Background: an optimization exercise with open tools, aiming at small area. Do not read the settings as production practice.
Function was checked by simulation only, so behaviour that the tests miss may differ from the original.
Power and IR drop assume default switching activity.

[design.v]
module winograd_tile_buffer #(
  parameter int unsigned INPUT_TILE_SIZE  = 4,
  parameter int unsigned INPUT_DATA_WIDTH = 8,
  parameter int unsigned CHANNELS         = 3,
  parameter int unsigned IMG_W            = 16,
  parameter int unsigned IMG_H            = 16
) (
  input  logic                                                    clk,
  input  logic                                                    reset,
  input  logic                                                    start,
  input  logic [CHANNELS*INPUT_DATA_WIDTH-1:0]                    s_data,
  input  logic                                                    s_valid,
  output logic                                                    s_ready,
  output logic [INPUT_TILE_SIZE*INPUT_TILE_SIZE*CHANNELS*INPUT_DATA_WIDTH-1:0] inpData,
  output logic                                                    o_valid,
  output logic [$clog2(IMG_H/2)-1:0]                              tile_row,
  output logic [$clog2(IMG_W/2)-1:0]                              tile_col,
  output logic                                                    frame_done,
  output logic                                                    busy
);
  localparam int unsigned TS  = INPUT_TILE_SIZE;
  localparam int unsigned W   = INPUT_DATA_WIDTH;
  localparam int unsigned PW  = CHANNELS * W;
  localparam int unsigned CW  = $clog2(IMG_W);
  localparam int unsigned RW  = $clog2(IMG_H);
  localparam int unsigned TRW = $clog2(IMG_H / 2);
  localparam int unsigned TCW = $clog2(IMG_W / 2);
  localparam int unsigned DEPTH = (TS - 1) * IMG_W + TS;
  logic            run_q;
  logic [CW-1:0]   col_q;
  logic [RW-1:0]   row_q;
  logic            accept;
  logic            last_px;
  logic            emit;
  logic [PW-1:0]   sr_q [DEPTH];
  assign s_ready = run_q;
  assign busy    = run_q;
  assign accept  = s_valid && run_q;
  assign last_px = (row_q == RW'(IMG_H - 1)) && (col_q == CW'(IMG_W - 1));
  assign emit    = accept && row_q[0] && (row_q[RW-1:1] != '0) && col_q[0] && (col_q[CW-1:1] != '0);
  always_ff @(posedge clk or negedge reset) begin
    if (!reset) begin
      run_q   <= 1'b0;
      col_q   <= '0;
      row_q   <= '0;
      o_valid <= 1'b0;
    end else begin
      run_q   <= run_q ? !(accept && last_px) : start;
      o_valid <= emit;
      if (accept) begin
        {row_q, col_q} <= {row_q, col_q} + 1'b1;
      end
    end
  end
  assign frame_done = o_valid && !run_q;
  assign tile_col = TCW'(col_q[CW-1:1]) - TCW'(2);
  assign tile_row = TRW'(row_q[RW-1:1]) - TRW'(1) - TRW'(col_q == '0);
  always_ff @(posedge clk) begin
    if (accept) begin
      sr_q[0] <= s_data;
      for (int d = 1; d < DEPTH; d++) begin
        sr_q[d] <= sr_q[d-1];
      end
    end
  end
  always_comb begin
    for (int c = 0; c < CHANNELS; c++) begin
      for (int i = 0; i < TS; i++) begin
        for (int j = 0; j < TS; j++) begin
          inpData[((c*TS*TS + (TS-1-i)*TS + (TS-1-j))*W) +: W] =
            sr_q[(TS-1-i)*IMG_W + (TS-1-j)][c*W +: W];
        end
      end
    end
  end
endmodule
[run.sh]
#!/bin/bash
# synth_recipe.tcl (not shown) runs the flow's synth.tcl, then flattens the netlist and writes it again
# the make line also repeats each setting of config.mk as NAME=value (left out here)
make -C /OpenROAD-flow-scripts/flow DESIGN_CONFIG=/design/flow/config.mk WORK_HOME=/design/flow/orfs CLKGATE_MAP_FILE= SYNTH_SCRIPT=/design/flow/synth_recipe.tcl finish
[config.mk]
export PLATFORM = sky130hd
export DESIGN_NAME = winograd_tile_buffer
export DESIGN_NICKNAME = winograd_tile_buffer
export VERILOG_FILES = /design/flow/design.v
export SDC_FILE = /design/flow/constraint.sdc
export NUM_CORES = 4
export LEC_CHECK = 0
export CAP_MARGIN = 20
export CORE_MARGIN = 2
export CORE_UTILIZATION = 40
export SLEW_MARGIN = 20
[constraint.sdc]
create_clock -name core_clock -period 4.0 [get_ports {clk}]
set_input_delay 0.8000 -clock core_clock [delete_from_list [all_inputs] [get_ports {clk}]]
set_output_delay 0.8000 -clock core_clock [all_outputs]
set_load 0.01 [all_outputs]
==> flow_metrics.py, run 1 <==
metrics = {
    "synthesis": {
        "synth_edf_count": 1248,
        "syn_area_um2": 38000,
        "synthTopCellsByCount": "edfxtp_1, dfrtp_1, inv_1, ha_1, xnor2_1",
        "yosys-top-cells-area": "edfxtp_1, dfrtp_1, ha_1",
        "synth_area_per_cell_um2": 29.2,
        "ys_ff_latch": 1258,
        "syn_inst": 1303,
        "ys_async_sr_fraction_pct": 0.795,
        "yosysUniqueCellTypes": 18,
        "synth-main-ff-cell": "edfxtp_1",
        "yosys_warnings": 2,
        "yosysTopAreaCellShare_pct": 98.5,
        "yosysMostFrequentCell": "edfxtp_1",
        "synth_nets": 1337,
        "yosys.area.top_type": "edfxtp_1",
        "yosysSeqAreaShare_pct": 99.2,
    },
    "timing": {
        "post-route-min-period_ns": 3.34,
        "hold_viol": 0,
        "slew_viol_final": 0,
        "fmax_mhz": 299,
        "min_period_over_period_pct": 83.6,
        "rsz0062_at_grt": "no",
        "tns_ns": 0,
        "slew_headroom_pct": 51.9,
        "fin_skew_ns": 0.0187,
        "whs_ns": 0.405,
        "setup_violations": 0,
        "max_slew.worst_pin.slew_ns": 0.720,
    },
    "placed_design": {
        "gp_congestion": 0.766,
        "placement.io_buffers": 421,
        "dp_hpwl_um": 29800,
    },
    "final_layout": {
        "drive_gt1_share_pct": 11.4,
        "area_growth_pct": 27.1,
        "final_nets": 1919,
        "diodes": 0,
        "n_fill_cell": 7285,
    },
    "clocking": {
        "clk-insertion-delay-late_ns": 0.68,
        "root_buffer": "clkbuf_16",
        "cts_inserted_buffers": 120,
        "htree_levels": 3,
        "cts_setup_buffers": 0,
        "clock_sinks": 1258,
        "cts_resized": 0,
        "cts_hold_buffers": 0,
        "clkSlewWorstSetupHoldPaths_ns": 0.06,
        "clock_path_buffers": 3,
        "cts_tree": "done",
    },
    "min_path": {
        "hp-class": "flip-flop to flip-flop",
        "holdCritStartpoint": "sr_q[29][5]",
        "hold_depth": 0,
        "hold_end": "sr_q[30][5]",
    },
    "setup_path": {
        "cp-end-kind": "primary output",
        "cpMostUsedCell": "ha_1",
        "crit_buf_inv": 3,
        "crit_chain": "inv_1 -> ha_1 -> nand2_1 -> ha_1 -> inv_1 -> ha_1 -> xor2_1 -> clkdlybuf4s50_1",
        "r2r-start": "run_q",
        "path_class": "flip-flop to primary output",
        "cp.arrival_ns": 2.54,
        "crit_required_ns": 3.20,
        "cp_max_fo": 5,
        "reg2reg_to": "sr_q[31][11]",
        "crit_path_start_kind": "flip-flop",
        "crit_family": "buffers and inverters",
        "reg2reg_depth": 3,
        "critPathSlowestCell": "clkdlybuf4s50_1",
        "r2r_slack_ns": 1.74,
        "cp_slowest_stage_delay_ns": 0.56,
    },
    "status": {
        "outcome": "timing/DRC/antenna clean",
    },
    "die": {
        "boundaryPins": 422,
        "num_rows": 113,
        "core_area_um2": 94600,
        "die_h_um": 312,
        "start_util_pct": 40.2,
        "dieWidth_um": 312,
        "dieArea_um2": 97600,
    },
    "grt": {
        "grt_first_pass_wirelength_um": 81200,
        "grt.overflow.total": 0,
        "top_usage_layer": "met2",
        "use_met3_pct": 3.81,
        "grt_pass1_vias": 14400,
        "grt_util_met1_pct": 13.5,
        "grt_use_total_pct": 10.5,
        "antenna_found_initial": 0,
        "grt_max_degree": 74,
        "grtUsageMet2_pct": 16.4,
    },
    "detailed_routing": {
        "wirelength_um": 52900,
        "viasPerCell": 4.35,
        "ant_nets": 0,
        "drc": 0,
        "dr.pass1.iters": 5,
        "drt_iter0_drc": 1156,
        "drt-wirelength-per-cell_um": 16.3,
        "via_count": 14100,
    },
    "power": {
        "p_clk_share_pct": 40.5,
        "p_leak_nw": 16.2,
        "pwr-share-comb_pct": 3.6,
        "switching_share_pct": 19.5,
        "power_switching_mw": 5.44,
        "pwr_density_cell_nw_per_um2": 577,
        "intPower_mw": 22.5,
        "p_total_mw": 27.9,
        "max-vdd-ir-drop_uv": 411,
        "seqPwrFrac_pct": 55.9,
    },
    "job": {
        "maxCapViolations": 0,
    },
}
## registers in the layout, summed over array words and instances, names as in the netlist
register / flops
row_q: 4
run_q: 1
col_q: 4
sr_q: 1248
o_valid: 1
## final cells by class
| class | count | area [um2] | share of cell area [%] |
|---|---|---|---|
| Sequential cell | 1258 | 37700 | 78.0 |
| Timing Repair Buffer | 462 | 4750 | 9.82 |
| Clock buffer | 138 | 3070 | 6.35 |
| Tap cell | 1265 | 1580 | 3.27 |
| Clock inverter | 82 | 933 | 1.93 |
| Multi-Input combinational cell | 33 | 262 | 0.541 |
| Inverter | 10 | 41.3 | 0.0854 |
## how the worst max path moves through the flow
stage	from	endpoint	slack [ns]	cells past startpoint
5_1_grt	col_q[2]	tile_row[2]	0.53	8
4_1_cts	col_q[2]	tile_row[2]	0.57	8
3_5_place_dp	s_valid	sr_q[13][0]	0.77	5
2_1_floorplan	s_valid	sr_q[0][0]	-16.09	2
6_report	col_q[2]	tile_row[2]	0.66	8
3_3_place_gp	s_valid	sr_q[15][0]	0.79	5
## stage by stage
stage	util [%]	setup WS (ns)	instance area (um2)	std cells
finish	51.1	0.656	48400	3248
global route	51.1	0.529	48400	3248
CTS	51.1	0.571	48400	3248
detailed placement	46.9	0.768	44400	3028
global placement	46.9	0.789	44400	3028
floorplan	-	-16.09	38000	1303
## layout by cell type, fill, tap and decap left out, types with 3 or more instances in the layout
master | synthesis | routed
xor2_1 | 3 | 3
clkbuf_1 | 0 | 18
nor3_1 | 4 | 4
clkinvlp_4 | 0 | 14
nand3_1 | 3 | 3
clkinv_8 | 0 | 5
buf_4 | 2 | 23
bufinv_16 | 0 | 18
clkbuf_16 | 0 | 120
ha_1 | 6 | 6
xnor2_1 | 5 | 5
edfxtp_1 | 1248 | 1248
inv_1 | 10 | 9
clkinv_2 | 0 | 21
clkinv_1 | 0 | 22
dfrtp_1 | 10 | 10
clkdlybuf4s50_1 | 0 | 421
buf_12 | 0 | 18
## logic make-up after synthesis
group           Yosys count  share of synthesized area (%)
compound gates            2                         0.0362
simple gates             17                          0.263
flops                  1258                           99.2
xor+xnor                  8                          0.184
buf+inv                  12                          0.138
fa+ha+maj                 6                          0.197
## metal layers
metal | routed length (um) | vias up
li1 | - | 6495
met1 | 22700 | 7113
met2 | 25000 | 414
met3 | 3880 | 107
met4 | 1350 | 0
met5 | 0 | -
## power groups by stage
stage	clock network (mW)	registers (mW)	logic [mW]
3_3_place_gp	0	15.9	0.997
6_report	11.3	15.6	0.999
3_5_place_dp	0	15.9	1.02
4_1_cts	11.7	15.6	1.02
2_1_floorplan	0	16.3	0.311
5_1_grt	12.2	15.7	1.07
## worst reg2reg max path, cell delays in order (launching register included)
cell        delay (ns)
dfrtp_1           0.51
nand2_2           0.13
clkinvlp_4        0.52
buf_4             0.68
==> inputs of run 2 (changes only) <==
--- a/config.mk
+++ b/config.mk
@@ -10,2 +10,3 @@
 export CORE_UTILIZATION = 40
+export CTS_BUF_LIST = sky130_fd_sc_hd__clkbuf_8
 export SLEW_MARGIN = 20
==> run 2 against run 1 <==
Compared with the run above: synthesized cell count unchanged; critical endpoint unchanged; power down 6.0%; flip-flop and latch count unchanged; highest routed layer unchanged; combinational power about the same; first-iteration DRC count up 9.5%; non-clock buffer count unchanged; die area unchanged; hold slack worse by 0.10 ns; via count up 3.0%; wire length up 1.9%; clock power down 15%.
==> flow_metrics.py, run 2 <==
metrics = {
    "synthesis": {
        "yosys_warnings": 2,
        "syn_inst": 1303,
        "yosysUniqueCellTypes": 18,
        "ys_async_sr_fraction_pct": 0.795,
        "yosysSeqAreaShare_pct": 99.2,
        "synth_nets": 1337,
        "yosys.area.top_type": "edfxtp_1",
        "syn_area_um2": 38000,
        "yosysTopAreaCellShare_pct": 98.5,
        "ys_ff_latch": 1258,
        "yosys-top-cells-area": "edfxtp_1, dfrtp_1, ha_1",
        "synthTopCellsByCount": "edfxtp_1, dfrtp_1, inv_1, ha_1, xnor2_1",
        "yosysMostFrequentCell": "edfxtp_1",
        "synth_edf_count": 1248,
        "synth-main-ff-cell": "edfxtp_1",
        "synth_area_per_cell_um2": 29.2,
    },
    "power": {
        "p_leak_nw": 16.3,
        "pwr-share-comb_pct": 3.8,
        "pwr_density_cell_nw_per_um2": 547,
        "p_total_mw": 26.2,
        "switching_share_pct": 20.4,
        "intPower_mw": 20.9,
        "max-vdd-ir-drop_uv": 314,
        "p_clk_share_pct": 36.6,
        "seqPwrFrac_pct": 59.6,
        "power_switching_mw": 5.36,
    },
    "placed_design": {
        "dp_cells": 3028,
        "dp_hpwl_um": 29800,
        "gp_congestion": 0.766,
        "placement.io_buffers": 421,
    },
    "die": {
        "start_util_pct": 40.2,
        "boundaryPins": 422,
        "core_area_um2": 94600,
        "dieWidth_um": 312,
        "num_rows": 113,
        "die_h_um": 312,
        "dieArea_um2": 97600,
    },
    "clocking": {
        "htree_levels": 4,
        "clock_path_buffers": 3,
        "cts_inserted_buffers": 194,
        "cts_resized": 0,
        "root_buffer": "clkbuf_8",
        "clk-insertion-delay-late_ns": 0.82,
        "cts_tree": "done",
        "cts_hold_buffers": 0,
        "cts_setup_buffers": 0,
        "clkSlewWorstSetupHoldPaths_ns": 0.06,
        "clock_sinks": 1258,
    },
    "grt": {
        "grt.overflow.total": 0,
        "antenna_found_initial": 3,
        "grt_first_pass_wirelength_um": 82700,
        "grt_max_degree": 74,
        "grt_use_total_pct": 10.8,
        "grt_pass1_vias": 14900,
    },
    "setup_path": {
        "path_class": "flip-flop to primary output",
        "cpMostUsedCell": "ha_1",
        "crit_family": "buffers and inverters",
        "worstSetupPathDepth": 8,
        "crit_required_ns": 3.20,
        "crit_buf_inv": 3,
        "reg2reg_depth": 3,
        "critPathSlowestCell": "clkdlybuf4s50_1",
        "cp.arrival_ns": 2.69,
        "crit_path_start_kind": "flip-flop",
        "cp_max_fo": 5,
        "crit_chain": "inv_1 -> ha_1 -> nand2_1 -> ha_1 -> inv_1 -> ha_1 -> xor2_1 -> clkdlybuf4s50_1",
        "cp-end-kind": "primary output",
        "cp_slowest_stage_delay_ns": 0.56,
    },
    "timing": {
        "hold_viol": 0,
        "max_slew.worst_pin.slew_ns": 0.717,
        "fmax_mhz": 287,
        "tns_ns": 0,
        "fin_skew_ns": 0.0421,
        "post-route-min-period_ns": 3.49,
        "slew_headroom_pct": 52.1,
        "setup_violations": 0,
        "min_period_over_period_pct": 87.2,
        "rsz0062_at_grt": "no",
        "slew_viol_final": 0,
    },
    "final_layout": {
        "largest_reg_flops": 1248,
        "area_growth_pct": 25.9,
        "multi_input_area_um2": 262,
        "layout_common_cells": "edfxtp_1, clkdlybuf4s50_1, clkbuf_8, inv_1, clkinv_1",
        "stdcell_count": 3367,
        "n_fill_cell": 7422,
        "drive_gt1_share_pct": 13.2,
        "largestRegisters": "sr_q: 1248 flops, col_q: 4 flops, row_q: 4 flops",
        "register_area_um2": 37700,
        "final_common_cell": "edfxtp_1",
        "top_register": "sr_q",
        "final_nets": 1993,
    },
    "job": {
        "maxCapViolations": 0,
    },
    "detailed_routing": {
        "dr.pass1.iters": 5,
        "drt-wirelength-per-cell_um": 16.0,
        "drc": 0,
        "via_count": 14600,
        "drt_iter0_drc": 1266,
        "ant_nets": 0,
        "viasPerCell": 4.32,
        "wirelength_um": 53900,
    },
    "status": {
        "outcome": "timing/DRC/antenna clean",
    },
    "min_path": {
        "hp-class": "input port to asynchronous set/reset pin",
    },
}
==> run 2: metal layers <==
layer | GRT usage (%) | vias to the layer above | share of wire (%)
met4 | 5.34 | 0 | 2.8
li1 | - | 6666 | -
met3 | 4.50 | 144 | 8.0
met2 | 16.5 | 493 | 47
met5 | 0 | - | 0
met1 | 13.4 | 7254 | 42
==> run 2: cells by family after synthesis <==
family	count (synthesis)	synth area share, %
flops	1258	99.2
simple gates	17	0.263
buf+inv	12	0.138
xor+xnor	8	0.184
fa+ha+maj	6	0.197
compound gates	2	0.0362
==> run 2: worst paths after layout <==
| path | from | to | slack (ns) |
|---|---|---|---|
| worst max-delay path | col_q[2] | tile_row[2] | 0.51 |
| max in group asynchronous | reset | row_q[3] | 3.36 |
| worst max register to register | run_q | sr_q[35][4] | 1.74 |
| worst min register to register | sr_q[31][20] | sr_q[32][20] | 0.39 |
| min in group core_clock | sr_q[31][20] | sr_q[32][20] | 0.39 |
| worst min-delay path | reset | row_q[1] | 0.30 |
==> run 2: cell type report <==
cell class	instances	share of cell area, %
diodes	4	0.0209
clock buffers	203	5.83
clock inverters	132	1.52
inverters	10	0.0862
multi-input cells	33	0.546
flip-flops and latches	1258	78.8
well taps	1265	3.30
repair buffers	462	9.91
==> run 2: stage by stage <==
| step | hold WS [ns] | worst slack, ns | util, % | area [um2] |
|---|---|---|---|---|
| after global placement | 0.400 | 0.789 | 46.9 | 44400 |
| after global routing | 0.239 | 0.341 | 50.6 | 47900 |
| after detailed placement | 0.405 | 0.768 | 46.9 | 44400 |
| after CTS | 0.192 | 0.373 | 50.6 | 47900 |
| final | 0.305 | 0.514 | 50.6 | 47900 |
| after floorplan | 0.400 | -16.09 | - | 38000 |
==> run 2: power groups by stage <==
stage	logic (mW)	clock network [mW]	registers (mW)
after floorplan	0.311	0	16.3
after global placement	0.997	0	15.9
after CTS	1.02	10.1	15.6
after global routing	1.07	10.6	15.7
after detailed placement	1.02	0	15.9
final	0.997	9.60	15.6
==> inputs of run 3 (changes only) <==
--- a/config.mk
+++ b/config.mk
@@ -9,4 +9,4 @@
 export CORE_MARGIN = 2
-export CORE_UTILIZATION = 40
-export CTS_BUF_LIST = sky130_fd_sc_hd__clkbuf_8
+export CORE_UTILIZATION = 60
+export CTS_BUF_LIST = sky130_fd_sc_hd__clkbuf_4
 export SLEW_MARGIN = 20
==> run 3 against run 2 <==
Compared with the run above: still clean on timing, DRC and antenna; clock power up 1%; area after synthesis stayed put; global-route usage increased by 5.6 points; synthesized cell count unchanged; cell count is 7.4% lower; hold slack improved by 0.014 ns; via count increased by 4.4%; flip-flop and latch count is the same; register-to-register slack gained 0.11 ns; combinational power shrank 2%; critical path type unchanged; largest cell class unchanged; largest power group unchanged.
==> flow_metrics.py, run 3 <==
metrics = {
    "timing": {
        "slew_viol_final": 0,
        "post-route-min-period_ns": 3.65,
        "rsz0062_at_grt": "no",
        "setup_violations": 0,
        "max_slew.worst_pin.slew_ns": 0.640,
        "min_period_over_period_pct": 91.3,
        "hold_viol": 0,
        "fin_ws_ns": 0.347,
        "fin_skew_ns": 0.0503,
        "fmax_mhz": 274,
        "slew_headroom_pct": 57.3,
        "tns_ns": 0,
    },
    "placed_design": {
        "placed_cell_area_um2": 43700,
        "pre_cts_ws_ns": 0.990,
        "dp_cells": 2600,
        "dp_hpwl_um": 29100,
        "gp_congestion": 0.736,
        "placement.io_buffers": 421,
    },
    "die": {
        "dieWidth_um": 256,
        "boundaryPins": 422,
        "die_h_um": 256,
        "core_area_um2": 62900,
        "num_rows": 92,
        "start_util_pct": 60.5,
        "dieArea_um2": 65400,
    },
    "final_layout": {
        "postLayoutCellArea_um2": 47400,
        "multi_input_area_um2": 262,
        "final_common_cell": "edfxtp_1",
        "stdcell_count": 3117,
        "final_nets": 2105,
        "area_growth_pct": 24.6,
        "top_register": "sr_q",
        "register_area_um2": 37700,
        "n_fill_cell": 3556,
        "largest_reg_flops": 1248,
        "drive_gt1_share_pct": 21.9,
        "layout_common_cells": "edfxtp_1, clkbuf_4, clkdlybuf4s50_1, clkinv_1",
        "largestRegisters": "sr_q: 1248 flops, col_q: 4 flops, row_q: 4 flops",
    },
    "power": {
        "max-vdd-ir-drop_uv": 328,
        "p_clk_share_pct": 37.0,
        "switching_share_pct": 20.3,
        "power_switching_mw": 5.34,
        "pwr-share-comb_pct": 3.7,
        "p_leak_nw": 16.5,
        "intPower_mw": 21.0,
        "seqPwrFrac_pct": 59.3,
        "pwr_density_cell_nw_per_um2": 555,
    },
    "detailed_routing": {
        "wirelength_um": 53500,
        "via_count": 15200,
        "drt_iter0_drc": 1137,
        "drt-wirelength-per-cell_um": 17.2,
        "dr.pass1.iters": 5,
        "ant_nets": 0,
        "drc": 0,
        "viasPerCell": 4.88,
    },
    "synthesis": {
        "yosysTopAreaCellShare_pct": 98.5,
        "ys_async_sr_fraction_pct": 0.795,
        "yosys.area.top_type": "edfxtp_1",
        "yosysMostFrequentCell": "edfxtp_1",
        "yosysSeqAreaShare_pct": 99.2,
        "synth-main-ff-cell": "edfxtp_1",
        "syn_area_um2": 38000,
        "synth_nets": 1337,
        "synth_area_per_cell_um2": 29.2,
        "yosys-top-cells-area": "edfxtp_1, dfrtp_1, ha_1",
        "syn_inst": 1303,
        "yosys_warnings": 2,
        "yosysUniqueCellTypes": 18,
        "ys_ff_latch": 1258,
        "synth_edf_count": 1248,
        "synthTopCellsByCount": "edfxtp_1, dfrtp_1, inv_1, ha_1, xnor2_1",
    },
    "grt": {
        "use_met3_pct": 7.54,
        "top_usage_layer": "met2",
        "grt_pass1_vias": 15600,
        "grt_first_pass_wirelength_um": 82700,
        "grt.overflow.total": 0,
        "grtUsageMet2_pct": 22.8,
        "grt_util_met1_pct": 22.7,
        "grt_max_degree": 127,
        "grt_use_total_pct": 16.4,
        "antenna_found_initial": 1,
    },
    "clocking": {
        "clk-insertion-delay-late_ns": 1.02,
        "cts_inserted_buffers": 314,
        "htree_levels": 5,
        "clkSlewWorstSetupHoldPaths_ns": 0.07,
        "clock_sinks": 1258,
        "clock_path_buffers": 4,
        "cts_tree": "done",
        "cts_resized": 0,
        "cts_setup_buffers": 0,
        "root_buffer": "clkbuf_4",
    },
    "setup_path": {
        "cp_max_fo": 5,
        "cp-end-kind": "primary output",
        "cp_slowest_stage_delay_ns": 0.55,
        "critPathSlowestCell": "clkdlybuf4s50_1",
        "cpMostUsedCell": "ha_1",
        "crit_path_start_kind": "flip-flop",
        "cp.arrival_ns": 2.85,
        "path_class": "flip-flop to primary output",
        "crit_chain": "inv_1 -> ha_1 -> nand2_1 -> ha_1 -> inv_1 -> ha_1 -> xor2_1 -> clkdlybuf4s50_1",
        "crit_required_ns": 3.20,
    },
    "min_path": {
        "hp-class": "input port to flip-flop",
    },
    "status": {
        "outcome": "timing/DRC/antenna clean",
    },
    "job": {
        "maxCapViolations": 0,
    },
}
-- run 3: changes by cell type in the layout (fill, tap and decap cells not counted), sizes merged --
cell	previous run	this run
clkbuf	203	450
clkinvlp	4	1
dlygate4sd3	0	1
clkinv	50	57
bufinv	6	1
buf	41	32
inv	82	15
diode	4	2
-- run 3: cells by family after synthesis --
family	synth area share, %
compound gates	0.0362
xor+xnor	0.184
fa+ha+maj	0.197
buf+inv	0.138
flops	99.2
simple gates	0.263
-- run 3: critical path: cells and delay by family (launching register included) --
family,cells,cell delay (ns)
AND/OR/NAND/NOR,1,0.07
XOR/XNOR,1,0.15
flip-flops,1,0.43
adder cells (fa/ha/maj),3,0.52
buffers and inverters,3,0.70
-- run 3: cell type report --
cell class	instances	share of cell area, %
timing repair buffer	454	9.84
sequential	1258	79.6
antenna	2	0.0106
clock inverter	64	0.570
inverter	10	0.0871
tap	846	2.23
multi-input combinational	33	0.552
clock buffer	450	7.13
-- run 3: repair_timing --
item	in CTS	in global routing
hold buffers	1	0
endpoints found under the hold margin	10	0
setup endpoints to repair	0	0
-- run 3: stage by stage --
| step | util, % | hold slack [ns] | total power [mW] |
|---|---|---|---|
| 2_1_floorplan | - | 0.400 | 16.6 |
| 3_3_place_gp | 69.6 | 0.400 | 16.8 |
| 3_5_place_dp | 69.6 | 0.405 | 16.9 |
| 4_1_cts | 75.4 | 0.153 | 26.8 |
| 5_1_grt | 75.4 | 0.186 | 27.6 |
| 6_report | 75.4 | 0.319 | 26.3 |
-- run 3: per-layer routing --
metal / up-vias / wire (um)
met5: - / 0
li1: 7046 / -
met4: 0 / 849
met2: 527 / 24200
met1: 7562 / 24000
met3: 69 / 4450
-- run 3: path summary, 6_finish.rpt --
kind                       depth (start not counted)  slack [ns]    startpoint           end
max in group asynchronous                          2        3.02         reset         run_q
max reg2reg                                        4        1.85         run_q  sr_q[34][18]
min in group asynchronous                          2        0.66         reset      row_q[3]
min                                                1        0.32    s_data[13]   sr_q[0][13]
max                                                8        0.35      col_q[1]   tile_row[2]
min reg2reg                                        0        0.38  sr_q[42][23]  sr_q[43][23]
-- run 3: power by group through the flow --
stage,clock (mW),combinational [mW],sequential [mW]
6_report,9.72,0.979,15.6
3_3_place_gp,0,0.977,15.9
5_1_grt,10.8,1.05,15.7
4_1_cts,10.2,0.998,15.6
2_1_floorplan,0,0.311,16.3
3_5_place_dp,0,0.997,15.9
==> inputs of run 4 (changes only) <==
==> flow/run.sh (new file) <==
#!/bin/bash
# Standard layout, with the port buffers made from the smallest buffer cell.
export BUFFER_PORTS_ARGS="-buffer_cell sky130_fd_sc_hd__buf_1"
bash standard.sh > standard.log 2>&1
==> standard.sh (new file) <==
#!/bin/bash
# synth_recipe.tcl (not shown) runs the flow's synth.tcl, then flattens the netlist and writes it again
# the make line also repeats each setting of config.mk as NAME=value (left out here)
make -C /OpenROAD-flow-scripts/flow DESIGN_CONFIG=/design/flow/config.mk WORK_HOME=/design/flow/orfs CLKGATE_MAP_FILE= SYNTH_SCRIPT=/design/flow/synth_recipe.tcl "${@:-finish}"
--- a/config.mk
+++ b/config.mk
@@ -11,2 +11,4 @@
 export CTS_BUF_LIST = sky130_fd_sc_hd__clkbuf_4
+export CTS_CLUSTER_DIAMETER = 40
+export CTS_CLUSTER_SIZE = 12
 export SLEW_MARGIN = 20
removed: run.sh
==> run 4 against run 3 <==
Compared with the run above: cell area down 8.8%; hold slack got worse by 0.075 ns; clock power decreased by 28%; still clean; non-clock buffer count increased by 11; count of clock-buffer cells in the layout fell by 282; first-iteration DRC count grew 5.6%; combinational power down 29%; critical path depth did not move; critical endpoint unchanged; clock skew down 0.018 ns; cell count is 8.4% lower.
==> flow_metrics.py, run 4 <==
metrics = {
    "status": {
        "outcome": "timing/DRC/antenna clean",
    },
    "timing": {
        "max_slew.worst_pin.slew_ns": 0.688,
        "fin_skew_ns": 0.0324,
        "fmax_mhz": 310,
        "post-route-min-period_ns": 3.23,
        "setup_violations": 0,
        "rsz0062_at_grt": "no",
        "fin_ws_ns": 0.772,
        "slew_headroom_pct": 54.1,
        "slew_viol_final": 0,
        "hold_viol": 0,
        "min_period_over_period_pct": 80.7,
        "tns_ns": 0,
    },
    "synthesis": {
        "yosysTopAreaCellShare_pct": 98.5,
        "ys_ff_latch": 1258,
        "synthTopCellsByCount": "edfxtp_1, dfrtp_1, inv_1, ha_1, xnor2_1",
        "yosys_warnings": 2,
        "yosys-top-cells-area": "edfxtp_1, dfrtp_1, ha_1",
        "yosysMostFrequentCell": "edfxtp_1",
        "yosys.area.top_type": "edfxtp_1",
        "ys_async_sr_fraction_pct": 0.795,
        "syn_inst": 1303,
        "synth-simple-area-share_pct": 0.263,
        "synth_fa_ha_area_share_pct": 0.197,
        "synth_top_family_by_area": "simple AND/OR/NAND/NOR gates",
        "synth_edf_count": 1248,
        "synthMuxAreaShare_pct": 0,
        "synth-main-ff-cell": "edfxtp_1",
        "yosysSeqAreaShare_pct": 99.2,
        "synth_area_per_cell_um2": 29.2,
        "synth_nets": 1337,
        "yosysUniqueCellTypes": 18,
        "synth_xor_area_share_pct": 0.184,
        "syn_area_um2": 38000,
        "synth_compound_area_share_pct": 0.0362,
    },
    "min_path": {
        "hp-class": "input port to flip-flop",
    },
    "setup_path": {
        "crit_start": "col_q[2]",
        "crit_family": "adder cells",
        "crit_chain": "inv_1 -> ha_1 -> nand2_1 -> ha_1 -> inv_1 -> ha_1 -> xor2_1 -> buf_1",
        "worstSetupPathDepth": 8,
        "crit_path_start_kind": "flip-flop",
        "critPathSlowestCell": "dfrtp_1",
        "cp.arrival_ns": 2.43,
        "cp-end-kind": "primary output",
        "path_class": "flip-flop to primary output",
        "cpMostUsedCell": "ha_1",
        "r2r_slack_ns": 1.76,
        "reg2reg_to": "sr_q[11][22]",
        "reg2reg_depth": 4,
        "endpoint": "tile_row[2]",
        "crit_required_ns": 3.20,
        "crit_buf_inv": 3,
        "r2r-start": "run_q",
        "cp_slowest_stage_delay_ns": 0.45,
        "cp_max_fo": 5,
    },
    "die": {
        "start_util_pct": 60.5,
        "boundaryPins": 422,
        "dieWidth_um": 256,
        "core_area_um2": 62900,
        "dieArea_um2": 65400,
        "die_h_um": 256,
        "num_rows": 92,
    },
    "placed_design": {
        "pre_cts_ws_ns": 1.27,
        "placement.io_buffers": 421,
        "placed_cell_area_um2": 41000,
        "gp_congestion": 0.757,
        "dp_hpwl_um": 26500,
    },
    "grt": {
        "grt.overflow.total": 0,
        "grt_pass1_vias": 14000,
        "grt_use_total_pct": 14.9,
        "grt_first_pass_wirelength_um": 75500,
        "grt_max_degree": 134,
        "antenna_found_initial": 2,
    },
    "clocking": {
        "cts_resized": 0,
        "root_buffer": "clkbuf_4",
        "clock_path_buffers": 3,
        "cts_tree": "done",
        "cts_setup_buffers": 0,
        "cts_hold_buffers": 26,
        "clkSlewWorstSetupHoldPaths_ns": 0.11,
        "cts_inserted_buffers": 143,
        "clock_sinks": 1258,
        "clk-insertion-delay-late_ns": 0.94,
        "htree_levels": 4,
    },
    "detailed_routing": {
        "viasPerCell": 4.99,
        "via_count": 14300,
        "wirelength_um": 48700,
        "ant_nets": 0,
        "drc": 0,
        "drt-wirelength-per-cell_um": 17.1,
        "dr.pass1.iters": 5,
        "drt_iter0_drc": 1201,
    },
    "final_layout": {
        "largest_reg_flops": 1248,
        "postLayoutCellArea_um2": 43200,
        "layout_common_cells": "edfxtp_1, buf_1, clkbuf_4, dlygate4sd3_1, clkinv_2",
        "final_nets": 1945,
        "final_common_cell": "edfxtp_1",
        "drive_gt1_share_pct": 12.4,
        "largestRegisters": "sr_q: 1248 flops, col_q: 4 flops, row_q: 4 flops",
        "area_growth_pct": 13.7,
        "fin_util_pct": 68.8,
        "top_register": "sr_q",
    },
    "power": {
        "p_total_mw": 23.3,
        "max-vdd-ir-drop_uv": 304,
        "pwr_density_cell_nw_per_um2": 538,
        "p_leak_nw": 14.3,
    },
    "job": {
        "maxCapViolations": 0,
    },
}
[run 4: cell counts after synthesis]
Identical to the previous run, type by type.
[run 4: worst min path at each step]
stage / start / endpoint / slack [ns] / depth (start not counted)
floorplan: sr_q[9][0] / sr_q[10][0] / 0.40 / 0
global placement: sr_q[44][22] / sr_q[45][22] / 0.40 / 0
detailed placement: sr_q[9][16] / sr_q[10][16] / 0.40 / 0
CTS: s_valid / col_q[1] / 0.05 / 3
global route: s_valid / col_q[1] / 0.15 / 3
finish: s_valid / col_q[1] / 0.24 / 3
[run 4: worst register-to-register path, stage by stage, from the launching register on]
cell	delay (ns)
dfrtp_1	0.54
nand2_2	0.14
clkinvlp_4	0.32
buf_12	0.29
buf_12	0.49
[run 4: where the power goes]
| group | switching [mW] | leakage (nW) | internal [mW] |
|---|---|---|---|
| Clock | 3.93 | 1.17 | 3.05 |
| Combinational | 0.506 | 0.907 | 0.189 |
| Sequential | 0.283 | 12.2 | 15.3 |
[run 4: area by class of cell]
class / instances / area, um2
diodes: 2 / 5.00
clock buffers: 168 / 1260
clock inverters: 74 / 752
fillers: 3954 / 19600
inverters: 10 / 41.3
multi-input cells: 33 / 262
flip-flops and latches: 1258 / 37700
well taps: 846 / 1060
repair buffers: 465 / 2130
[run 4: per-stage QoR]
stage          std cells  hold WS [ns]
6_report            2856         0.243
3_5_place_dp        2586         0.405
4_1_cts             2854        0.0541
5_1_grt             2856         0.151
3_3_place_gp        2586         0.400
2_1_floorplan       1303         0.400
[run 4: logic make-up after synthesis]
family | count (synthesis)
buffers and inverters | 12
flip-flops | 1258
XOR/XNOR | 8
AND/OR/NAND/NOR | 17
adder cells (fa/ha/maj) | 6
AO/OA/AOI/OAI | 2
[run 4: metal layers]
layer	vias up	share of wire (%)	global-route usage (%)
met2	435	45	20.6
met1	7139	46	21.8
met3	105	6.3	4.56
met4	0	3.0	7.67
met5	-	0	0
li1	6575	-	-
==> inputs of run 5 (changes only) <==
--- a/config.mk
+++ b/config.mk
@@ -10,5 +10,5 @@
 export CORE_UTILIZATION = 60
-export CTS_BUF_LIST = sky130_fd_sc_hd__clkbuf_4
-export CTS_CLUSTER_DIAMETER = 40
-export CTS_CLUSTER_SIZE = 12
+export CTS_BUF_LIST = sky130_fd_sc_hd__clkbuf_8
+export CTS_CLUSTER_DIAMETER = 50
+export CTS_CLUSTER_SIZE = 20
 export SLEW_MARGIN = 20
==> run 5 against run 4 <==
Compared with the run above: still clean; hold slack better by 0.0075 ns; power is 0.68% higher; clock power is 3% higher; via count is 3.6% lower; die area stayed put; worst setup slack better by 0.23 ns; largest cell class unchanged; fmax is 7.6% higher; count of clock-buffer cells in the layout is 71 lower.
==> flow_metrics.py, run 5 <==
metrics = {
    "synthesis": {
        "synth_nets": 1337,
        "syn_area_um2": 38000,
        "yosys_warnings": 2,
        "syn_inst": 1303,
        "yosysTopAreaCellShare_pct": 98.5,
        "synth_area_per_cell_um2": 29.2,
        "ys_ff_latch": 1258,
        "yosys-top-cells-area": "edfxtp_1, dfrtp_1, ha_1",
        "synth_edf_count": 1248,
        "yosysUniqueCellTypes": 18,
        "synthTopCellsByCount": "edfxtp_1, dfrtp_1, inv_1, ha_1, xnor2_1",
        "synth-main-ff-cell": "edfxtp_1",
        "ys_async_sr_fraction_pct": 0.795,
        "yosysSeqAreaShare_pct": 99.2,
        "yosysMostFrequentCell": "edfxtp_1",
        "yosys.area.top_type": "edfxtp_1",
    },
    "grt": {
        "antenna_found_initial": 1,
        "grt.overflow.total": 0,
        "grt_use_total_pct": 14.3,
        "grt_first_pass_wirelength_um": 73500,
        "grt_max_degree": 134,
        "grt_pass1_vias": 13200,
    },
    "detailed_routing": {
        "drc": 0,
        "viasPerCell": 5.00,
        "drt-wirelength-per-cell_um": 17.3,
        "routed-wl-met3_um": 3120,
        "wl_met1_um": 22000,
        "routed.top_layer": "met4",
        "via_count": 13700,
        "drt_iter0_drc": 1214,
        "ant_nets": 0,
        "dr.pass1.iters": 5,
        "wl_met2_um": 21300,
        "wirelength_um": 47500,
    },
    "timing": {
        "hold_viol": 0,
        "max_slew.worst_pin.slew_ns": 0.690,
        "post-route-min-period_ns": 3.00,
        "min_period_over_period_pct": 75.0,
        "rsz0062_at_grt": "no",
        "fin_ws_ns": 0.999,
        "slew_headroom_pct": 54.0,
        "tns_ns": 0,
        "fin_skew_ns": 0.0227,
        "fmax_mhz": 333,
        "setup_violations": 0,
        "slew_viol_final": 0,
    },
    "setup_path": {
        "r2r_slack_ns": 1.77,
        "cpMostUsedCell": "ha_1",
        "cp_slowest_stage_delay_ns": 0.45,
        "cp-end-kind": "primary output",
        "critPathSlowestCell": "dfrtp_1",
        "cp.arrival_ns": 2.20,
        "crit_path_start_kind": "flip-flop",
        "cp_max_fo": 5,
        "reg2reg_to": "sr_q[4][20]",
        "r2r-start": "run_q",
        "crit_start": "col_q[2]",
        "path_class": "flip-flop to primary output",
        "crit_chain": "inv_1 -> ha_1 -> nand2_1 -> ha_1 -> inv_1 -> ha_1 -> xor2_1 -> buf_1",
        "reg2reg_depth": 4,
        "crit_required_ns": 3.20,
    },
    "job": {
        "maxCapViolations": 0,
    },
    "clocking": {
        "htree_levels": 3,
        "clkSlewWorstSetupHoldPaths_ns": 0.11,
        "clock_path_buffers": 3,
        "cts_tree": "done",
        "root_buffer": "clkbuf_8",
        "clock_sinks": 1258,
        "cts_resized": 0,
        "clk-insertion-delay-late_ns": 0.71,
        "cts_inserted_buffers": 93,
    },
    "placed_design": {
        "dp_hpwl_um": 26500,
        "dp_cells": 2586,
        "gp_congestion": 0.757,
        "pre_cts_ws_ns": 1.27,
        "placement.io_buffers": 421,
        "placed_cell_area_um2": 41000,
    },
    "die": {
        "dieArea_um2": 65400,
        "boundaryPins": 422,
        "die_h_um": 256,
        "dieWidth_um": 256,
        "num_rows": 92,
        "start_util_pct": 60.5,
        "core_area_um2": 62900,
    },
    "power": {
        "p_leak_nw": 14.0,
        "switching_share_pct": 20.9,
        "p_clk_share_pct": 30.6,
        "p_total_mw": 23.4,
        "seqPwrFrac_pct": 66.6,
        "power_switching_mw": 4.89,
        "max-vdd-ir-drop_uv": 349,
        "pwr_density_cell_nw_per_um2": 543,
        "pwr-share-comb_pct": 2.9,
        "intPower_mw": 18.5,
    },
    "min_path": {
        "hold_end": "sr_q[0][9]",
        "holdCritStartpoint": "s_data[9]",
        "hp-class": "input port to flip-flop",
        "hold_depth": 1,
    },
    "final_layout": {
        "final_common_cell": "edfxtp_1",
        "layout_common_cells": "edfxtp_1, buf_1, clkbuf_8, inv_6, inv_1",
        "register_area_um2": 37700,
        "top_register": "sr_q",
        "postLayoutCellArea_um2": 43100,
        "n_fill_cell": 3926,
        "largestRegisters": "sr_q: 1248 flops, col_q: 4 flops, row_q: 4 flops",
        "area_growth_pct": 13.3,
        "multi_input_area_um2": 262,
        "final_nets": 1870,
        "drive_gt1_share_pct": 9.31,
        "stdcell_count": 2749,
        "largest_reg_flops": 1248,
    },
    "status": {
        "outcome": "timing/DRC/antenna clean",
    },
}
-- run 5: changes by cell type in the layout (fill, tap and decap cells not counted), sizes merged --
cell         delta
clkbuf         -71
clkinv         -25
dlygate4sd3    -25
inv            +15
bufinv          -6
clkinvlp        +6
diode           -1
-- run 5: cell families (layout without fill, tap and decap cells) --
group	Yosys count	in the layout	synth area share, %
fa+ha+maj	6	6	0.197
compound gates	2	2	0.0362
flops	1258	1258	99.2
other cells	0	1	0
xor+xnor	8	8	0.184
simple gates	17	17	0.263
buf+inv	12	611	0.138
-- run 5: metal layers --
| metal | vias up | track usage, % |
|---|---|---|
| li1 | 6339 | - |
| met1 | 6962 | 21.7 |
| met2 | 372 | 20.1 |
| met3 | 71 | 4.20 |
| met4 | 0 | 5.54 |
| met5 | - | 0 |
-- run 5: critical path: cells and delay by family, from the launching register on --
kind | cells | cell delay, ns
xor+xnor | 1 | 0.15
buf+inv | 3 | 0.31
simple gates | 1 | 0.08
fa+ha+maj | 3 | 0.53
flops | 1 | 0.45
-- run 5: how the worst max path moves through the flow --
stage | slack (ns) | endpoint
after floorplan | -16.09 | sr_q[0][0]
after global placement | 1.30 | sr_q[0][20]
after detailed placement | 1.27 | sr_q[0][17]
after CTS | 0.91 | tile_row[2]
after global routing | 0.82 | tile_row[2]
final | 1.0 | tile_row[2]
-- run 5: final cells by class --
class,instances,share of cell area [%]
clock inverters,64,1.83
repair buffers,440,4.35
flip-flops and latches,1258,87.6
well taps,846,2.46
multi-input cells,33,0.607
inverters,10,0.0958
diodes,1,0.00581
clock buffers,97,3.10
-- run 5: repair_timing --
item	in CTS	in global routing
hold buffers	1	0
setup buffers	0	0
hold endpoints to repair	3	0
endpoints found under the setup margin	0	0
-- run 5: stage by stage --
step	hold slack [ns]	utilization, %
floorplan	0.400	-
global placement	0.400	65.2
detailed placement	0.405	65.2
CTS	0.177	68.6
global route	0.191	68.6
finish	0.251	68.6
-- run 5: power groups by stage --
stage | sequential [mW] | clock, mW | combinational (mW)
floorplan | 16.3 | 0 | 0.311
global placement | 15.9 | 0 | 0.670
detailed placement | 15.9 | 0 | 0.688
CTS | 15.6 | 7.51 | 0.688
global route | 15.7 | 7.96 | 0.752
finish | 15.6 | 7.16 | 0.671
==> inputs of run 6 (changes only) <==
==> flow/run.sh (replaced) <==
#!/bin/bash
# Standard layout, with the port buffers made from the smallest buffer cell and a clock tree
# built without dummy balancing loads.
export BUFFER_PORTS_ARGS="-buffer_cell sky130_fd_sc_hd__buf_1"
export CTS_ARGS="-sink_clustering_enable -repair_clock_nets -dont_use_dummy_load -buf_list sky130_fd_sc_hd__clkbuf_8 -sink_clustering_size 16 -sink_clustering_max_diameter 40"
bash standard.sh > standard.log 2>&1
--- a/config.mk
+++ b/config.mk
@@ -9,6 +9,3 @@
 export CORE_MARGIN = 2
-export CORE_UTILIZATION = 60
-export CTS_BUF_LIST = sky130_fd_sc_hd__clkbuf_8
-export CTS_CLUSTER_DIAMETER = 50
-export CTS_CLUSTER_SIZE = 20
+export CORE_UTILIZATION = 75
 export SLEW_MARGIN = 20
==> run 6 against run 5 <==
Compared with the run above: the flow now stops in clock tree synthesis; area after synthesis stayed put; synthesized cell count stayed put.
==> flow_metrics.py, run 6 <==
metrics = {
    "clocking": {
        "cts_hold_buffers": 0,
        "root_buffer": "clkbuf_8",
        "clock_sinks": 1258,
        "htree_levels": 3,
        "cts_setup_buffers": 0,
        "clock_path_buffers": 3,
        "cts_inserted_buffers": 117,
        "cts_resized": 0,
    },
    "die": {
        "num_rows": 82,
        "boundaryPins": 422,
        "start_util_pct": 76.0,
        "die_h_um": 229,
        "dieWidth_um": 229,
    },
    "synthesis": {
        "syn_area_um2": 38000,
        "yosys_warnings": 2,
        "yosys.area.top_type": "edfxtp_1",
        "yosysMostFrequentCell": "edfxtp_1",
        "yosysSeqAreaShare_pct": 99.2,
        "synthTopCellsByCount": "edfxtp_1, dfrtp_1, inv_1, ha_1, xnor2_1",
        "synth_edf_count": 1248,
        "yosys-top-cells-area": "edfxtp_1, dfrtp_1, ha_1",
        "synth_nets": 1337,
        "ys_async_sr_fraction_pct": 0.795,
        "synth-main-ff-cell": "edfxtp_1",
        "yosysTopAreaCellShare_pct": 98.5,
        "synth_area_per_cell_um2": 29.2,
        "yosysUniqueCellTypes": 18,
        "ys_ff_latch": 1258,
        "syn_inst": 1303,
    },
    "placed_design": {
        "placement.io_buffers": 421,
        "gp_congestion": 0.772,
        "dp_cells": 2412,
        "dp_hpwl_um": 28400,
    },
    "status": {
        "stop_error": "[ERROR DPL-0033] detailed placement checks failed during check placement.",
        "haltStage": "clock tree synthesis",
        "outcome": "did not finish",
    },
}
[run 6: worst min path at each step]
stage	from	to	slack [ns]
2_1_floorplan	sr_q[9][0]	sr_q[10][0]	0.40
3_3_place_gp	sr_q[21][12]	sr_q[22][12]	0.40
3_5_place_dp	sr_q[13][1]	sr_q[14][1]	0.40
[run 6: kinds of logic after synthesis]
group,count (synthesis),share of synthesized area [%]
and+or+nand+nor,17,0.263
buffers and inverters,12,0.138
xor gates and xnor gates,8,0.184
adders and majority gates,6,0.197
AOI/OAI and AO/OA,2,0.0362
DFF,1258,99.2
[run 6: power groups by stage]
| stage | clock network, mW | registers [mW] | logic [mW] |
|---|---|---|---|
| global placement | 0 | 15.9 | 0.666 |
| detailed placement | 0 | 15.9 | 0.689 |
| floorplan | 0 | 16.3 | 0.311 |
[run 6: per-stage QoR]
step | power [mW] | cell area, um2 | hold WS (ns) | setup slack [ns] | utilization [%]
3_5_place_dp | 16.6 | 40700 | 0.405 | 1.35 | 81.4
3_3_place_gp | 16.5 | 40700 | 0.400 | 1.39 | 81.4
2_1_floorplan | 16.6 | 38000 | 0.400 | -16.09 | -
==> inputs of run 7 (changes only) <==
==> flow/run.sh (replaced) <==
#!/bin/bash
# Standard layout, with the port buffers made from the smallest buffer cell and a clock tree
# built without dummy balancing loads.
export BUFFER_PORTS_ARGS="-buffer_cell sky130_fd_sc_hd__buf_1"
export CTS_ARGS="-sink_clustering_enable -repair_clock_nets -dont_use_dummy_load -buf_list sky130_fd_sc_hd__clkbuf_4 -sink_clustering_size 12 -sink_clustering_max_diameter 35"
bash standard.sh > standard.log 2>&1
--- a/config.mk
+++ b/config.mk
@@ -9,3 +9,3 @@
 export CORE_MARGIN = 2
-export CORE_UTILIZATION = 75
+export CORE_UTILIZATION = 65
 export SLEW_MARGIN = 20
==> run 7 against run 6 <==
Compared with the run above: the run now finishes clean; area after synthesis unchanged; synthesized cell count stayed put.
==> flow_metrics.py, run 7 <==
metrics = {
    "synthesis": {
        "yosysUniqueCellTypes": 18,
        "synthTopCellsByCount": "edfxtp_1, dfrtp_1, inv_1, ha_1, xnor2_1",
        "ys_async_sr_fraction_pct": 0.795,
        "synth_edf_count": 1248,
        "yosysMostFrequentCell": "edfxtp_1",
        "yosysTopAreaCellShare_pct": 98.5,
        "syn_inst": 1303,
        "yosysSeqAreaShare_pct": 99.2,
        "yosys.area.top_type": "edfxtp_1",
        "synth-main-ff-cell": "edfxtp_1",
        "yosys_warnings": 2,
        "syn_area_um2": 38000,
        "synth_area_per_cell_um2": 29.2,
        "synth_nets": 1337,
        "ys_ff_latch": 1258,
        "yosys-top-cells-area": "edfxtp_1, dfrtp_1, ha_1",
    },
    "timing": {
        "fmax_mhz": 316,
        "setup_violations": 0,
        "hold_viol": 0,
        "tns_ns": 0,
        "post-route-min-period_ns": 3.17,
        "slew_headroom_pct": 46.5,
        "rsz0062_at_grt": "no",
        "fin_skew_ns": 0.0661,
        "fin_ws_ns": 0.834,
        "max_slew.worst_pin.slew_ns": 0.803,
        "whs_ns": 0.205,
        "slew_viol_final": 0,
        "min_period_over_period_pct": 79.2,
    },
    "setup_path": {
        "critPathSlowestCell": "dfrtp_1",
        "crit_start": "col_q[2]",
        "endpoint": "tile_row[2]",
        "cp-end-kind": "primary output",
        "cpMostUsedCell": "ha_1",
        "reg2reg_depth": 3,
        "crit_chain": "inv_1 -> ha_1 -> nand2_1 -> ha_1 -> inv_1 -> ha_1 -> xor2_1 -> buf_1",
        "r2r-start": "run_q",
        "r2r_slack_ns": 1.79,
        "crit_required_ns": 3.20,
        "crit_path_start_kind": "flip-flop",
        "cp_slowest_stage_delay_ns": 0.43,
        "cp.arrival_ns": 2.37,
        "reg2reg_to": "sr_q[19][16]",
        "path_class": "flip-flop to primary output",
        "cp_max_fo": 5,
    },
    "final_layout": {
        "n_fill_cell": 3365,
        "top_register": "sr_q",
        "final_nets": 1957,
        "area_growth_pct": 11.2,
        "largestRegisters": "sr_q: 1248 flops, col_q: 4 flops, row_q: 4 flops",
        "layout_common_cells": "edfxtp_1, buf_1, clkbuf_4, dlygate4sd3_1, buf_12",
        "postLayoutCellArea_um2": 42300,
        "drive_gt1_share_pct": 9.27,
        "final_common_cell": "edfxtp_1",
        "largest_reg_flops": 1248,
    },
    "grt": {
        "grt_use_total_pct": 16.0,
        "grt.overflow.total": 0,
        "grt_first_pass_wirelength_um": 72600,
        "grt_pass1_vias": 13600,
        "grt_max_degree": 151,
        "antenna_found_initial": 3,
    },
    "placed_design": {
        "pre_cts_ws_ns": 1.28,
        "gp_congestion": 0.749,
        "dp_hpwl_um": 27200,
        "placement.io_buffers": 421,
        "placed_cell_area_um2": 40900,
    },
    "clocking": {
        "clkSlewWorstSetupHoldPaths_ns": 0.09,
        "root_buffer": "clkbuf_4",
        "cts_tree": "done",
        "cts_inserted_buffers": 150,
        "clock_sinks": 1258,
        "clk-insertion-delay-late_ns": 0.99,
        "htree_levels": 4,
        "clock_path_buffers": 3,
    },
    "detailed_routing": {
        "via_count": 14000,
        "drc": 0,
        "drt-wirelength-per-cell_um": 18.0,
        "ant_nets": 0,
        "dr.pass1.iters": 5,
        "wirelength_um": 48500,
        "viasPerCell": 5.18,
        "drt_iter0_drc": 1185,
    },
    "min_path": {
        "hold_depth": 3,
        "hp-class": "input port to flip-flop",
    },
    "die": {
        "start_util_pct": 65.8,
        "dieArea_um2": 60500,
        "core_area_um2": 57800,
        "num_rows": 88,
        "dieWidth_um": 246,
        "die_h_um": 246,
        "boundaryPins": 422,
    },
    "power": {
        "p_total_mw": 21.5,
        "pwr-share-comb_pct": 3.2,
        "seqPwrFrac_pct": 72.5,
        "switching_share_pct": 20.0,
        "power_switching_mw": 4.29,
        "pwr_density_cell_nw_per_um2": 509,
        "p_clk_share_pct": 24.3,
        "max-vdd-ir-drop_uv": 307,
        "p_leak_nw": 13.8,
        "intPower_mw": 17.2,
    },
    "status": {
        "outcome": "timing/DRC/antenna clean",
    },
    "job": {
        "maxCapViolations": 0,
    },
}
-- run 7: cell counts after synthesis --
No cell type changed its count.
-- run 7: per-layer routing --
metal  track usage, %  up-vias  wire length [um]
li1                 -     6518                 -
met1             23.8     6903             22200
met2             22.1      450             21900
met3             4.99       98              3280
met4             7.36        0              1160
met5                0        -                 0
-- run 7: cell type report --
cell class	instances	area, um2	area share (%)
Antenna cell	10	25.0	0.0591
Sequential cell	1258	37700	89.2
Timing Repair Buffer	470	2180	5.14
Inverter	10	41.3	0.0976
Multi-Input combinational cell	33	262	0.618
Clock buffer	150	1130	2.66
Tap cell	765	957	2.26
-- run 7: worst min path at each step --
stage,start,endpoint,slack [ns]
floorplan,sr_q[9][0],sr_q[10][0],0.40
global placement,sr_q[9][14],sr_q[10][14],0.40
detailed placement,sr_q[9][14],sr_q[10][14],0.40
CTS,s_valid,o_valid,0.07
global route,s_valid,o_valid,0.09
finish,s_valid,o_valid,0.21
-- run 7: what timing repair did --
action,CTS,global route
setup buffers,0,0
setup endpoints to repair,0,0
resized for setup,0,0
hold buffers,26,0
hold endpoints to repair,35,0
-- run 7: logic make-up after synthesis --
kind of cell    share of synthesized area (%)
compound gates                         0.0362
simple gates                            0.263
xor+xnor                                0.184
buf+inv                                 0.138
fa+ha+maj                               0.197
flops                                    99.2
-- run 7: per-stage QoR --
step                std cells  util [%]
global placement         2510      70.8
CTS                      2686      73.2
detailed placement       2510      70.8
finish                   2696      73.2
floorplan                1303         -
global route             2695      73.2
-- run 7: power by group through the flow --
stage	clock (mW)	sequential, mW	combinational, mW
after floorplan	0	16.3	0.311
final	5.23	15.6	0.691
after CTS	5.55	15.6	0.705
after global routing	6.05	15.7	0.766
after global placement	0	15.9	0.676
after detailed placement	0	15.9	0.687
-- run 7: critical path: cells and delay by family, from the launching register on --
family	cells	cell delay (ns)
xor+xnor	1	0.14
fa+ha+maj	3	0.50
buf+inv	3	0.30
flops	1	0.43
simple gates	1	0.06
==> inputs of run 8 (changes only) <==
==> flow/run.sh (replaced) <==
#!/bin/bash
# Standard layout, with the port buffers made from the smallest buffer cell and a clock tree
# built without dummy balancing loads.
export BUFFER_PORTS_ARGS="-buffer_cell sky130_fd_sc_hd__buf_1"
export CTS_ARGS="-sink_clustering_enable -repair_clock_nets -dont_use_dummy_load -buf_list sky130_fd_sc_hd__clkbuf_8 -sink_clustering_size 22 -sink_clustering_max_diameter 45"
bash standard.sh > standard.log 2>&1
==> run 8 against run 7 <==
Compared with the run above: combinational power down 3.2%; synthesized cell count unchanged; sequential power about the same.
==> flow_metrics.py, run 8 <==
metrics = {
    "synthesis": {
        "synth_area_per_cell_um2": 29.2,
        "yosys-top-cells-area": "edfxtp_1, dfrtp_1, ha_1",
        "yosysMostFrequentCell": "edfxtp_1",
        "synth-main-ff-cell": "edfxtp_1",
        "syn_area_um2": 38000,
        "synth_nets": 1337,
        "yosysUniqueCellTypes": 18,
        "ys_async_sr_fraction_pct": 0.795,
        "yosys.area.top_type": "edfxtp_1",
        "yosysSeqAreaShare_pct": 99.2,
        "ys_ff_latch": 1258,
        "synth_edf_count": 1248,
        "synthTopCellsByCount": "edfxtp_1, dfrtp_1, inv_1, ha_1, xnor2_1",
        "syn_inst": 1303,
        "yosys_warnings": 2,
        "yosysTopAreaCellShare_pct": 98.5,
    },
    "final_layout": {
        "largest_reg_flops": 1248,
        "n_fill_cell": 3327,
        "multi_input_area_um2": 262,
        "drive_gt1_share_pct": 7.09,
        "top_register": "sr_q",
        "area_growth_pct": 11.3,
        "largestRegisters": "sr_q: 1248 flops, col_q: 4 flops, row_q: 4 flops",
        "register_area_um2": 37700,
        "final_common_cell": "edfxtp_1",
        "layout_common_cells": "edfxtp_1, buf_1, clkbuf_8, buf_12",
        "final_nets": 1884,
    },
    "clocking": {
        "cts_inserted_buffers": 103,
        "cts_tree": "done",
        "cts_hold_buffers": 0,
        "cts_resized": 0,
        "clock_path_buffers": 3,
        "root_buffer": "clkbuf_8",
        "clkSlewWorstSetupHoldPaths_ns": 0.08,
        "htree_levels": 3,
        "clock_sinks": 1258,
        "clk-insertion-delay-late_ns": 0.70,
        "cts_setup_buffers": 0,
    },
    "placed_design": {
        "pre_cts_ws_ns": 1.28,
        "gp_congestion": 0.749,
        "placement.io_buffers": 421,
        "dp_hpwl_um": 27200,
    },
    "grt": {
        "grt.overflow.total": 0,
        "grt_use_total_pct": 15.4,
        "grt_first_pass_wirelength_um": 70800,
        "grt_pass1_vias": 13000,
        "grt_max_degree": 151,
        "antenna_found_initial": 1,
    },
    "die": {
        "core_area_um2": 57800,
        "num_rows": 88,
        "boundaryPins": 422,
        "die_h_um": 246,
        "dieArea_um2": 60500,
        "start_util_pct": 65.8,
        "dieWidth_um": 246,
    },
    "detailed_routing": {
        "wirelength_um": 47700,
        "via_count": 13600,
        "viasPerCell": 5.19,
        "dr.pass1.iters": 4,
        "ant_nets": 0,
        "drc": 0,
        "drt_iter0_drc": 1146,
        "drt-wirelength-per-cell_um": 18.2,
    },
    "timing": {
        "hold_viol": 0,
        "slew_headroom_pct": 50.4,
        "setup_violations": 0,
        "rsz0062_at_grt": "no",
        "fmax_mhz": 346,
        "tns_ns": 0,
        "post-route-min-period_ns": 2.89,
        "max_slew.worst_pin.slew_ns": 0.744,
        "fin_ws_ns": 1.11,
        "whs_ns": 0.0660,
        "slew_viol_final": 0,
        "fin_skew_ns": 0.0616,
        "min_period_over_period_pct": 72.3,
    },
    "setup_path": {
        "cp.arrival_ns": 2.09,
        "r2r-start": "run_q",
        "cp-end-kind": "primary output",
        "cp_max_fo": 5,
        "crit_required_ns": 3.20,
        "crit_path_start_kind": "flip-flop",
        "crit_start": "col_q[2]",
        "path_class": "flip-flop to primary output",
        "reg2reg_depth": 4,
    },
    "power": {
        "pwr_density_cell_nw_per_um2": 521,
        "p_leak_nw": 13.8,
        "max-vdd-ir-drop_uv": 330,
    },
    "status": {
        "outcome": "timing/DRC/antenna clean",
    },
    "min_path": {
        "hp-class": "input port to asynchronous set/reset pin",
    },
    "job": {
        "maxCapViolations": 0,
    },
}
[run 8: cell counts after synthesis]
Identical to the previous run, type by type.
[run 8: path summary, 6_finish.rpt]
kind	slack (ns)	endpoint
worst max-delay path	1.11	tile_row[2]
worst min-delay path	0.07	run_q
worst max register to register	1.81	sr_q[0][0]
worst min register to register	0.37	sr_q[27][10]
max in group asynchronous	3.53	col_q[1]
min in group core_clock	0.25	sr_q[0][22]
[run 8: area by class of cell]
type / instances / area share (%)
flip-flops and latches: 1258 / 89.1
repair buffers: 444 / 4.53
clock buffers: 103 / 3.35
well taps: 765 / 2.26
multi-input cells: 33 / 0.618
inverters: 10 / 0.0976
diodes: 2 / 0.0118
[run 8: metrics by stage]
stage               util, %  std cells  total power, mW  area (um2)
finish                 73.2       2615             22.1       42300
global route           73.2       2614             22.9       42300
CTS                    73.2       2613             22.4       42300
detailed placement     70.8       2510             16.6       40900
global placement       70.8       2510             16.5       40900
floorplan                 -       1303             16.6       38000
[run 8: cells by family after synthesis]
kind of cell               share of synthesized area [%]
DFF                                                 99.2
and+or+nand+nor                                    0.263
buffers and inverters                              0.138
xor gates and xnor gates                           0.184
adders and majority gates                          0.197
AOI/OAI and AO/OA                                 0.0362
[run 8: power by group]
| part | switching, mW | internal, mW |
|---|---|---|
| Clock | 3.49 | 2.29 |
| Sequential | 0.291 | 15.3 |
| Combinational | 0.494 | 0.175 |
[run 8: routing by layer]
layer  GRT usage [%]  part of all wire (%)  up-vias
li1                -                     -     6282
met1            23.6                    46     6837
met2            21.9                    46      368
met3            4.02                   5.4       91
met4            5.54                   2.7        0
met5               0                     0        -
[run 8: worst max-delay path: stages, from the launching register on]
cell,delay [ns]
dfrtp_1,0.43
inv_1,0.09
ha_1,0.20
nand2_1,0.06
ha_1,0.13
inv_1,0.04
ha_1,0.17
xor2_1,0.15
buf_1,0.16
==> inputs of run 9 (changes only) <==
==> flow/run.sh (replaced) <==
#!/bin/bash
# Standard layout, with the port buffers made from the smallest buffer cell and a clock tree
# built without dummy balancing loads.
export BUFFER_PORTS_ARGS="-buffer_cell sky130_fd_sc_hd__buf_1"
export CTS_ARGS="-sink_clustering_enable -repair_clock_nets -dont_use_dummy_load -buf_list sky130_fd_sc_hd__clkbuf_16 -sink_clustering_size 32 -sink_clustering_max_diameter 50"
bash standard.sh > standard.log 2>&1
==> run 9 against run 8 <==
Compared with the run above: critical endpoint unchanged; sequential power hardly changed; clock power is 28% higher; first-iteration DRC count down 3.9%; sequential share of layout area decreased by 1.4 points; still clean; area after synthesis is the same; flip-flop and latch count is the same; critical path depth did not move; via count down 0.10%; clock skew shrank 0.0097 ns; hold slack improved by 0.065 ns.
==> flow_metrics.py, run 9 <==
metrics = {
    "timing": {
        "slew_headroom_pct": 48.9,
        "max_slew.worst_pin.slew_ns": 0.766,
        "fmax_mhz": 354,
        "fin_skew_ns": 0.0519,
        "min_period_over_period_pct": 70.6,
        "hold_viol": 0,
        "rsz0062_at_grt": "no",
        "slew_viol_final": 0,
        "post-route-min-period_ns": 2.83,
        "setup_violations": 0,
        "tns_ns": 0,
    },
    "final_layout": {
        "area_growth_pct": 13.1,
        "layout_common_cells": "edfxtp_1, buf_1, clkbuf_16, buf_12",
        "n_fill_cell": 3227,
        "largestRegisters": "sr_q: 1248 flops, col_q: 4 flops, row_q: 4 flops",
        "diodes": 0,
        "drive_gt1_share_pct": 6.12,
        "largest_reg_flops": 1248,
        "multi_input_area_um2": 262,
        "final_common_cell": "edfxtp_1",
        "top_register": "sr_q",
        "final_nets": 1865,
        "register_area_um2": 37700,
    },
    "synthesis": {
        "synth_edf_count": 1248,
        "synth-main-ff-cell": "edfxtp_1",
        "synthMuxAreaShare_pct": 0,
        "yosys_warnings": 2,
        "syn_inst": 1303,
        "synthTopCellsByCount": "edfxtp_1, dfrtp_1, inv_1, ha_1, xnor2_1",
        "yosys.area.top_type": "edfxtp_1",
        "synth_top_family_by_area": "simple AND/OR/NAND/NOR gates",
        "synth_xor_area_share_pct": 0.184,
        "syn_area_um2": 38000,
        "yosysMostFrequentCell": "edfxtp_1",
        "ys_async_sr_fraction_pct": 0.795,
        "yosys-top-cells-area": "edfxtp_1, dfrtp_1, ha_1",
        "yosysUniqueCellTypes": 18,
        "yosysSeqAreaShare_pct": 99.2,
        "yosysTopAreaCellShare_pct": 98.5,
        "ys_ff_latch": 1258,
        "synth_fa_ha_area_share_pct": 0.197,
        "synth-simple-area-share_pct": 0.263,
        "synth_nets": 1337,
        "synth_area_per_cell_um2": 29.2,
        "synth_compound_area_share_pct": 0.0362,
    },
    "grt": {
        "grt_first_pass_wirelength_um": 71000,
        "grt_max_degree": 151,
        "grt_use_total_pct": 15.5,
        "antenna_found_initial": 0,
        "grt_pass1_vias": 12900,
        "grt.overflow.total": 0,
    },
    "clocking": {
        "clock_path_buffers": 3,
        "clk-insertion-delay-late_ns": 0.62,
        "htree_levels": 3,
        "cts_setup_buffers": 0,
        "cts_inserted_buffers": 84,
        "cts_hold_buffers": 0,
        "cts_tree": "done",
        "root_buffer": "clkbuf_16",
        "clock_sinks": 1258,
        "cts_resized": 0,
        "clkSlewWorstSetupHoldPaths_ns": 0.08,
    },
    "power": {
        "pwr-share-comb_pct": 2.8,
        "pwr_density_cell_nw_per_um2": 550,
        "switching_share_pct": 18.8,
        "p_leak_nw": 14.0,
        "max-vdd-ir-drop_uv": 391,
        "seqPwrFrac_pct": 66.0,
        "intPower_mw": 19.2,
        "p_clk_share_pct": 31.2,
        "p_total_mw": 23.7,
        "power_switching_mw": 4.45,
    },
    "die": {
        "dieWidth_um": 246,
        "boundaryPins": 422,
        "die_h_um": 246,
        "start_util_pct": 65.8,
        "num_rows": 88,
        "core_area_um2": 57800,
        "dieArea_um2": 60500,
    },
    "detailed_routing": {
        "viasPerCell": 5.23,
        "drt_iter0_drc": 1101,
        "ant_nets": 0,
        "wirelength_um": 47900,
        "drc": 0,
        "drt-wirelength-per-cell_um": 18.5,
        "dr.pass1.iters": 5,
        "via_count": 13600,
    },
    "placed_design": {
        "placement.io_buffers": 421,
        "gp_congestion": 0.749,
        "dp_hpwl_um": 27200,
    },
    "status": {
        "outcome": "timing/DRC/antenna clean",
    },
    "setup_path": {
        "critPathSlowestCell": "dfrtp_1",
        "crit_buf_inv": 3,
        "crit_family": "adder cells",
        "path_class": "flip-flop to primary output",
        "crit_path_start_kind": "flip-flop",
        "crit_chain": "inv_1 -> ha_1 -> nand2_1 -> ha_1 -> inv_1 -> ha_1 -> xor2_1 -> buf_1",
        "crit_required_ns": 3.20,
        "cp.arrival_ns": 2.03,
        "cp-end-kind": "primary output",
        "cp_slowest_stage_delay_ns": 0.43,
        "cp_max_fo": 5,
        "cpMostUsedCell": "ha_1",
    },
    "min_path": {
        "hp-class": "input port to asynchronous set/reset pin",
    },
    "job": {
        "maxCapViolations": 0,
    },
}
[run 9: cell type report]
type / instances / share of cell area (%)
inverter: 10 / 0.0960
clock buffer: 84 / 4.89
tap: 765 / 2.23
timing repair buffer: 444 / 4.45
multi-input combinational: 33 / 0.608
sequential: 1258 / 87.7
[run 9: metrics by stage]
stage	worst slack, ns	hold WS (ns)	cells	instance area (um2)	utilization [%]
detailed placement	1.28	0.405	2510	40900	70.8
finish	1.17	0.131	2594	43000	74.4
CTS	1.13	0.0987	2594	43000	74.4
global placement	1.31	0.400	2510	40900	70.8
global route	0.996	0.139	2594	43000	74.4
floorplan	-16.09	0.400	1303	38000	-
[run 9: cell families after synthesis]
family / after synthesis
xor+xnor: 8
buf+inv: 12
compound gates: 2
simple gates: 17
fa+ha+maj: 6
flops: 1258
[run 9: path summary, 6_finish.rpt]
path,startpoint,to,slack [ns],cells after the start
setup / recovery,col_q[2],tile_row[2],1.17,8
max in group asynchronous,reset,col_q[2],3.47,1
setup reg to reg,run_q,sr_q[3][12],1.79,4
min in group core_clock,s_data[8],sr_q[0][8],0.32,1
hold reg to reg,sr_q[25][8],sr_q[26][8],0.39,0
hold / removal,reset,run_q,0.13,1
[run 9: power by group through the flow]
stage	Sequential [mW]	Clock [mW]	Combinational [mW]
final	15.6	7.38	0.671
after global routing	15.7	8.10	0.744
after CTS	15.6	7.66	0.685
after detailed placement	15.9	0	0.687
after global placement	15.9	0	0.676
after floorplan	16.3	0	0.311
[run 9: per-layer routing]
metal | global-route usage, % | part of all wire (%) | vias up
met3 | 3.70 | 5.4 | 74
met2 | 22.4 | 46 | 355
met1 | 23.7 | 46 | 6866
li1 | - | - | 6269
met5 | 0 | 0 | -
met4 | 5.58 | 2.4 | 0

what the ideal ports hide:
How much do the figures lean on ideal ports? The routed layouts below were timed once more, with nothing changed but the port constraints. Step 1: set_driving_cell puts a clkbuf_16 on clk and a buf_2 on each other input, an assumption about the parent block. Step 2, shift: input delay + t, output delay - t, t = (earliest + latest rising clock arrival at the registers) / 2. This alone moves slack from input paths to output paths. a / b / c = no drivers / after step 1 / after step 2; a / b = the first two.
run	t, ns	setup slack, ns	worst slew at a driven data input, ns
run 1	0.732	0.656 / 0.595 / 0.851	0.03
run 2	0.859	0.514 / 0.450 / 0.861	0.03
run 3	1.058	0.347 / 0.287 / 1.003	0.04
run 4	0.984	0.772 / 0.709 / 1.276	0.04
run 5	0.752	0.999 / 0.936 / 1.278	0.03
run 7	1.009	0.834 / 0.779 / 1.267	0.04
run 8	0.734	1.110 / 1.048 / 1.323	0.04
run 9	0.666	1.175 / 1.112 / 1.311	0.03
After both steps every run listed still meets setup and hold.
